Context: an optimization exercise on an open-source flow, tuned for small area. The choices shown serve that exercise and are no tape-out recipe. The RTL was checked by simulation tests, not by an equivalence proof against the original design. No driver is modelled on the clock port, so clocking that relies on it looks cheaper here than on a real chip.

## run A
==> flow/design.v (excerpt) <==
module pipeline_top (
	input  logic        clk,
	input  logic        rst_n,
	input  logic [31:0] instruction,
	output logic        im_read,
	output logic [9:0]  im_address,
	output logic        dm_read,
	output logic        dm_write,
	output logic [11:0] dm_address,
	output logic [31:0] dm_in,
	input  logic [31:0] dm_out,
	output logic        alu_overflow
);
	logic [9:0]  pc;
	logic        fetch_active;
	logic [2:0]  id_cls;        
	logic [25:0] id_ins;        
	logic        ex_wr, ex_load, ex_store, ex_ovf;
	logic [4:0]  ex_dest;
	logic [31:0] ex_w;          
	logic [11:0] ex_a;          
	logic        mem_wr, mem_load, mem_store;
	logic [4:0]  mem_dest;
	logic [31:0] mem_w;
	logic [11:0] mem_a;
	logic [31:0] regs [32];
	logic        c_alu, c_addi, c_lwi, c_swi, c_beq, use_imm;
	logic [4:0]  ra, rt, rb, s2;
	logic [4:0]  sub_op;
	logic [31:0] imm;
	assign c_alu   = id_cls == cpu_pkg::C_ALU;
	assign c_addi  = id_cls == cpu_pkg::C_ADDI;
	assign c_lwi   = id_cls == cpu_pkg::C_LWI;
	assign c_swi   = id_cls == cpu_pkg::C_SWI;
	assign c_beq   = id_cls == cpu_pkg::C_BEQ;
	assign use_imm = c_addi | c_lwi | c_swi;
	assign rt     = id_ins[25:21];
	assign ra     = id_ins[20:16];
	assign rb     = id_ins[15:11];
	assign sub_op = id_ins[4:0];
	assign imm    = {{16{id_ins[15]}}, id_ins[15:0]};
	assign s2     = c_alu ? rb : rt;
	logic [31:0] mem_val, a, b2;
	logic        wr_mem, fx_a, fx_b, fm_a, fm_b, fr_a, fr_b;
	logic [31:0] sel_a, sel_b;
	assign wr_mem = mem_wr || mem_load;
	assign fx_a = ex_wr && ex_dest == ra;
	assign fx_b = ex_wr && ex_dest == s2;
	assign fm_a = !fx_a && wr_mem && mem_dest == ra;
	assign fm_b = !fx_b && wr_mem && mem_dest == s2;
	assign fr_a = !fx_a && !fm_a;
	assign fr_b = !fx_b && !fm_b;
	logic [34*32-1:0] rd_d;
	logic [33:0]      rd_sa, rd_sb;
	always_comb begin
		for (int i = 0; i < 32; i++) begin
			rd_d[i*32 +: 32] = regs[i];
			sel_a[i] = fr_a && ra == 5'(i);
  ...
For scale: about 3900 cells after synthesis, about 120 I/O pins, about 47000 sq um of cells after synthesis.
export LEC_CHECK = 0
export CAP_MARGIN = 20
export CORE_MARGIN = 2
export CORE_UTILIZATION = 65
export PLACE_DENSITY = 0.72
export SETUP_SLACK_MARGIN = 0.3
export SLEW_MARGIN = 20
export SYNTH_HIERARCHICAL = 1
export SYNTH_MINIMUM_KEEP_SIZE = 0
create_clock -name core_clock -period 8.0 [get_ports {clk}]
standard.sh (not shown) runs the stock make flow with config.mk's settings and CLKGATE_MAP_FILE= SYNTH_SCRIPT=/design/flow/synth_recipe.tcl, a recipe that flattens the netlist after the stock synthesis.
==> flow/flow/run.sh <==
#!/bin/bash
set -euo pipefail
HERE=$(pwd)
RESULTS=$HERE/orfs/results/sky130hd/pipeline_top/base
BASE="-sink_clustering_enable -repair_clock_nets -dont_use_dummy_load"
KNOBS=("BUFFER_PORTS_ARGS=-buffer_cell sky130_fd_sc_hd__buf_1")

cts_try() {
  bash standard.sh "CTS_ARGS=$BASE $1" "${KNOBS[@]}" cts > "standard_make_cts_$2.log" 2>&1
  RESULTS=$RESULTS LIB=$FLOW_HOME/platforms/sky130hd/lib/sky130_fd_sc_hd__tt_025C_1v80.lib \
    openroad -no_init -exit flow/clkslew.tcl > "clkslew_$2.log" 2>&1
  awk '/^CLKSLEW/ {print $2}' "clkslew_$2.log"
}

ok() { awk -v s="$1" 'BEGIN { exit !(s != "" && s + 0 > 0 && s + 0 < 0.110) }'; }
S=$(cts_try "-sink_clustering_size 30 -sink_clustering_max_diameter 100 -buf_list {sky130_fd_sc_hd__clkbuf_16}" a)
echo "clock slew a: $S" >> run_notes.log
if ! ok "$S"; then
  rm -f "$RESULTS"/4_*
  S=$(cts_try "-sink_clustering_size 25 -sink_clustering_max_diameter 120 -buf_list {sky130_fd_sc_hd__clkbuf_8 sky130_fd_sc_hd__clkbuf_16}" b)
  echo "clock slew b: $S" >> run_notes.log
  if ! ok "$S"; then
    rm -f "$RESULTS"/4_*
    S=$(cts_try "-sink_clustering_size 20 -sink_clustering_max_diameter 100 -buf_list {sky130_fd_sc_hd__clkbuf_16}" c)
    echo "clock slew c: $S" >> run_notes.log
    if ! ok "$S"; then
      rm -f "$RESULTS"/4_*
      cts_try "-sink_clustering_size 20 -buf_list {sky130_fd_sc_hd__clkbuf_4 sky130_fd_sc_hd__clkbuf_8}" d >> run_notes.log
    fi
  fi
fi

bash standard.sh "CTS_ARGS=$BASE" "${KNOBS[@]}" finish > standard_make.log 2>&1
==> flow/flow/clkslew.tcl <==
# worst flip-flop clock-pin slew after CTS, from placement parasitics
set R $::env(RESULTS)
read_liberty $::env(LIB)
read_db $R/4_1_cts.odb
read_sdc $R/4_cts.sdc
source $::env(FLOW_HOME)/platforms/sky130hd/setRC.tcl
set_propagated_clock [all_clocks]
estimate_parasitics -placement
set worst 0
foreach pin [get_pins -hierarchical */CLK] {
  foreach e {rise fall} {
    foreach an {min max} {
      set s [get_property $pin slew_${an}_$e]
      if {$s > $worst} { set worst $s }
    }
  }
}
puts "CLKSLEW $worst"
Run A went all the way through the flow, and no timing, DRC or antenna check failed.
#### Input delta (run B over run A)
Settings: a change of SLEW_MARGIN from 20 to 10; a change of CAP_MARGIN from 20 to 10; a change of CORE_UTILIZATION from 65 to 55; a deleted PLACE_DENSITY that had been 0.72.
==> flow/flow/run.sh <==
#!/bin/bash
set -euo pipefail
HERE=$(pwd)
RESULTS=$HERE/orfs/results/sky130hd/pipeline_top/base
BASE="-sink_clustering_enable -repair_clock_nets -dont_use_dummy_load"
KNOBS=("BUFFER_PORTS_ARGS=-buffer_cell sky130_fd_sc_hd__buf_1")

cts_try() {
  bash standard.sh "CTS_ARGS=$BASE $1" "${KNOBS[@]}" cts > "standard_make_cts_$2.log" 2>&1
  RESULTS=$RESULTS LIB=$FLOW_HOME/platforms/sky130hd/lib/sky130_fd_sc_hd__tt_025C_1v80.lib \
    openroad -no_init -exit flow/clkslew.tcl > "clkslew_$2.log" 2>&1
  awk '/^CLKSLEW/ {print $2}' "clkslew_$2.log"
}

S=$(cts_try "-sink_clustering_size 25 -sink_clustering_max_diameter 120 -buf_list {sky130_fd_sc_hd__clkbuf_8 sky130_fd_sc_hd__clkbuf_16}" a)
echo "clock slew a: $S" >> run_notes.log
if ! awk -v s="$S" 'BEGIN { exit !(s != "" && s + 0 > 0 && s + 0 < 0.115) }'; then
  rm -f "$RESULTS"/4_*
  S=$(cts_try "-sink_clustering_size 20 -sink_clustering_max_diameter 100 -buf_list {sky130_fd_sc_hd__clkbuf_16}" b)
  echo "clock slew b: $S" >> run_notes.log
  if ! awk -v s="$S" 'BEGIN { exit !(s != "" && s + 0 > 0 && s + 0 < 0.115) }'; then
    rm -f "$RESULTS"/4_*
    cts_try "-sink_clustering_size 20 -buf_list {sky130_fd_sc_hd__clkbuf_4 sky130_fd_sc_hd__clkbuf_8}" c >> run_notes.log
  fi
fi

bash standard.sh "CTS_ARGS=$BASE" "${KNOBS[@]}" finish > standard_make.log 2>&1
- Routed length on met1 ended up about 9% higher on run B than on run A.
- | proportion of final cell area spent on non-clock buffers | run B vs run A | ≈ equal |
- Against run A as the reference, run B delivers a lower routed wire length per instance.
- Taking run A as the reference, in run B worst-case hold slack did not really move, sum of routed wire length over all layers grew by 2.6%.
- Cell area is higher on run B
#### Input delta (run C over run B)
Settings: SLEW_MARGIN now 20, was 10; CTS_CLUSTER_SIZE now 20, previously not set; CTS_CLUSTER_DIAMETER now 100, previously not set; CAP_MARGIN now 20, was 10; CTS_BUF_LIST now sky130_fd_sc_hd__clkbuf_8 sky130_fd_sc_hd__clkbuf_16, previously not set.
==> flow/run.sh (new file) <==
#!/bin/bash
# synth_recipe.tcl (not shown) runs the flow's synth.tcl, then flattens the netlist and writes it again
# the make line also repeats each setting of config.mk as NAME=value (left out here)
make -C /OpenROAD-flow-scripts/flow DESIGN_CONFIG=/design/flow/config.mk WORK_HOME=/design/flow/orfs CLKGATE_MAP_FILE= SYNTH_SCRIPT=/design/flow/synth_recipe.tcl finish
removed: flow/flow/run.sh
removed: flow/flow/clkslew.tcl
removed: flow/standard.sh
Results
Required time of the critical path: lower on run C. Run C vs. run B: number of diodes added for antenna fixing went down by 3, final core utilization went up by 1.4 points, placed cell count was more or less identical.

* * *

Another version of the RTL of pipeline_top (not shown whole).
Size: about 4000 cells after synthesis, about 120 I/O pins.
clock: 8.0 ns
lec_check: 0
cap_margin: 20
core_margin: 2
core_utilization: 55
setup_slack_margin: 0.3
slew_margin: 20
synth_hierarchical: 1
synth_minimum_keep_size: 0
==> flow/flow/run.sh <==
#!/bin/bash
set -euo pipefail
HERE=$(pwd)
RESULTS=$HERE/orfs/results/sky130hd/pipeline_top/base
BASE="-sink_clustering_enable -repair_clock_nets -dont_use_dummy_load"
KNOBS=("BUFFER_PORTS_ARGS=-buffer_cell sky130_fd_sc_hd__buf_1")

cts_try() {
  bash standard.sh "CTS_ARGS=$BASE $1" "${KNOBS[@]}" cts > "standard_make_cts_$2.log" 2>&1
  RESULTS=$RESULTS LIB=$FLOW_HOME/platforms/sky130hd/lib/sky130_fd_sc_hd__tt_025C_1v80.lib \
    openroad -no_init -exit flow/clkslew.tcl > "clkslew_$2.log" 2>&1
  awk '/^CLKSLEW/ {print $2}' "clkslew_$2.log"
}

ok() { awk -v s="$1" 'BEGIN { exit !(s != "" && s + 0 > 0 && s + 0 < 0.110) }'; }
S=$(cts_try "-sink_clustering_size 30 -sink_clustering_max_diameter 100 -buf_list {sky130_fd_sc_hd__clkbuf_16}" a)
echo "clock slew a: $S" >> run_notes.log
if ! ok "$S"; then
  rm -f "$RESULTS"/4_*
  S=$(cts_try "-sink_clustering_size 25 -sink_clustering_max_diameter 120 -buf_list {sky130_fd_sc_hd__clkbuf_8 sky130_fd_sc_hd__clkbuf_16}" b)
  echo "clock slew b: $S" >> run_notes.log
  if ! ok "$S"; then
    rm -f "$RESULTS"/4_*
    S=$(cts_try "-sink_clustering_size 20 -sink_clustering_max_diameter 100 -buf_list {sky130_fd_sc_hd__clkbuf_16}" c)
    echo "clock slew c: $S" >> run_notes.log
    if ! ok "$S"; then
      rm -f "$RESULTS"/4_*
      cts_try "-sink_clustering_size 20 -buf_list {sky130_fd_sc_hd__clkbuf_4 sky130_fd_sc_hd__clkbuf_8}" d >> run_notes.log
    fi
  fi
fi

bash standard.sh "CTS_ARGS=$BASE" "${KNOBS[@]}" finish > standard_make.log 2>&1
==> flow/flow/clkslew.tcl <==
# worst flip-flop clock-pin slew after CTS, from placement parasitics
set R $::env(RESULTS)
read_liberty $::env(LIB)
read_db $R/4_1_cts.odb
read_sdc $R/4_cts.sdc
source $::env(FLOW_HOME)/platforms/sky130hd/setRC.tcl
set_propagated_clock [all_clocks]
estimate_parasitics -placement
set worst 0
foreach pin [get_pins -hierarchical */CLK] {
  foreach e {rise fall} {
    foreach an {min max} {
      set s [get_property $pin slew_${an}_$e]
      if {$s > $worst} { set worst $s }
    }
  }
}
puts "CLKSLEW $worst"
The starting point finished clean.
Then changed:
==> flow/flow/run.sh (replaced) <==
#!/bin/bash
set -euo pipefail
HERE=$(pwd)
RESULTS=$HERE/orfs/results/sky130hd/pipeline_top/base
BASE="-sink_clustering_enable -repair_clock_nets -dont_use_dummy_load"
KNOBS=("BUFFER_PORTS_ARGS=-buffer_cell sky130_fd_sc_hd__buf_1")

cts_try() {
  bash standard.sh "CTS_ARGS=$BASE $1" "${KNOBS[@]}" cts > "standard_make_cts_$2.log" 2>&1
  RESULTS=$RESULTS LIB=$FLOW_HOME/platforms/sky130hd/lib/sky130_fd_sc_hd__tt_025C_1v80.lib \
    openroad -no_init -exit flow/clkslew.tcl > "clkslew_$2.log" 2>&1
  awk '/^CLKSLEW/ {print $2}' "clkslew_$2.log"
}

S=$(cts_try "-sink_clustering_size 25 -sink_clustering_max_diameter 120 -buf_list {sky130_fd_sc_hd__clkbuf_8 sky130_fd_sc_hd__clkbuf_16}" a)
echo "clock slew a: $S" >> run_notes.log
if ! awk -v s="$S" 'BEGIN { exit !(s != "" && s + 0 > 0 && s + 0 < 0.115) }'; then
  rm -f "$RESULTS"/4_*
  S=$(cts_try "-sink_clustering_size 20 -sink_clustering_max_diameter 100 -buf_list {sky130_fd_sc_hd__clkbuf_16}" b)
  echo "clock slew b: $S" >> run_notes.log
  if ! awk -v s="$S" 'BEGIN { exit !(s != "" && s + 0 > 0 && s + 0 < 0.115) }'; then
    rm -f "$RESULTS"/4_*
    cts_try "-sink_clustering_size 20 -buf_list {sky130_fd_sc_hd__clkbuf_4 sky130_fd_sc_hd__clkbuf_8}" c >> run_notes.log
  fi
fi

bash standard.sh "CTS_ARGS=$BASE" "${KNOBS[@]}" finish > standard_make.log 2>&1
Settings changed: CAP_MARGIN 20 to 10, SLEW_MARGIN 20 to 10.
- Now the flow finished but fails on capacitance limit
- global-route usage hardly moves
- synthesized cell count stays the same
- utilization barely changes
- cell count hardly moves
- count of clock-buffer cells in the layout stays the same

[port drivers added, routing unchanged]
No port has a modelled driver above. Below, the same layouts with a new extraction and two added sets of constraints. Step 1 (the two cells are an assumption about what drives the block):
set clk [get_ports {clk}]
set_driving_cell -lib_cell sky130_fd_sc_hd__clkbuf_16 $clk
set_driving_cell -lib_cell sky130_fd_sc_hd__buf_2 [delete_from_list [all_inputs] $clk]
Step 2 adds t to the input delays and takes it off the output delays; t is the mean of the earliest and latest rising clock arrival at the registers after step 1. Input paths then give back, and output paths get back, about the clock's delay inside the block. Slacks: ideal / step 1 / step 2; pairs: ideal / step 1.
run	shift t [ns]	setup slack, ns	latest minus earliest clock arrival (ns)
run A	0.738	0.358 / 0.358 / 0.358	0.031 / 0.031
run B	0.732	0.414 / 0.414 / 0.414	0.055 / 0.056
run C	0.730	0.278 / 0.278 / 0.278	0.045 / 0.045
the first run of note 2	0.740	0.494 / 0.494 / 0.494	0.099 / 0.099
the second run of note 2	0.757	0.391 / 0.391 / 0.391	0.041 / 0.042
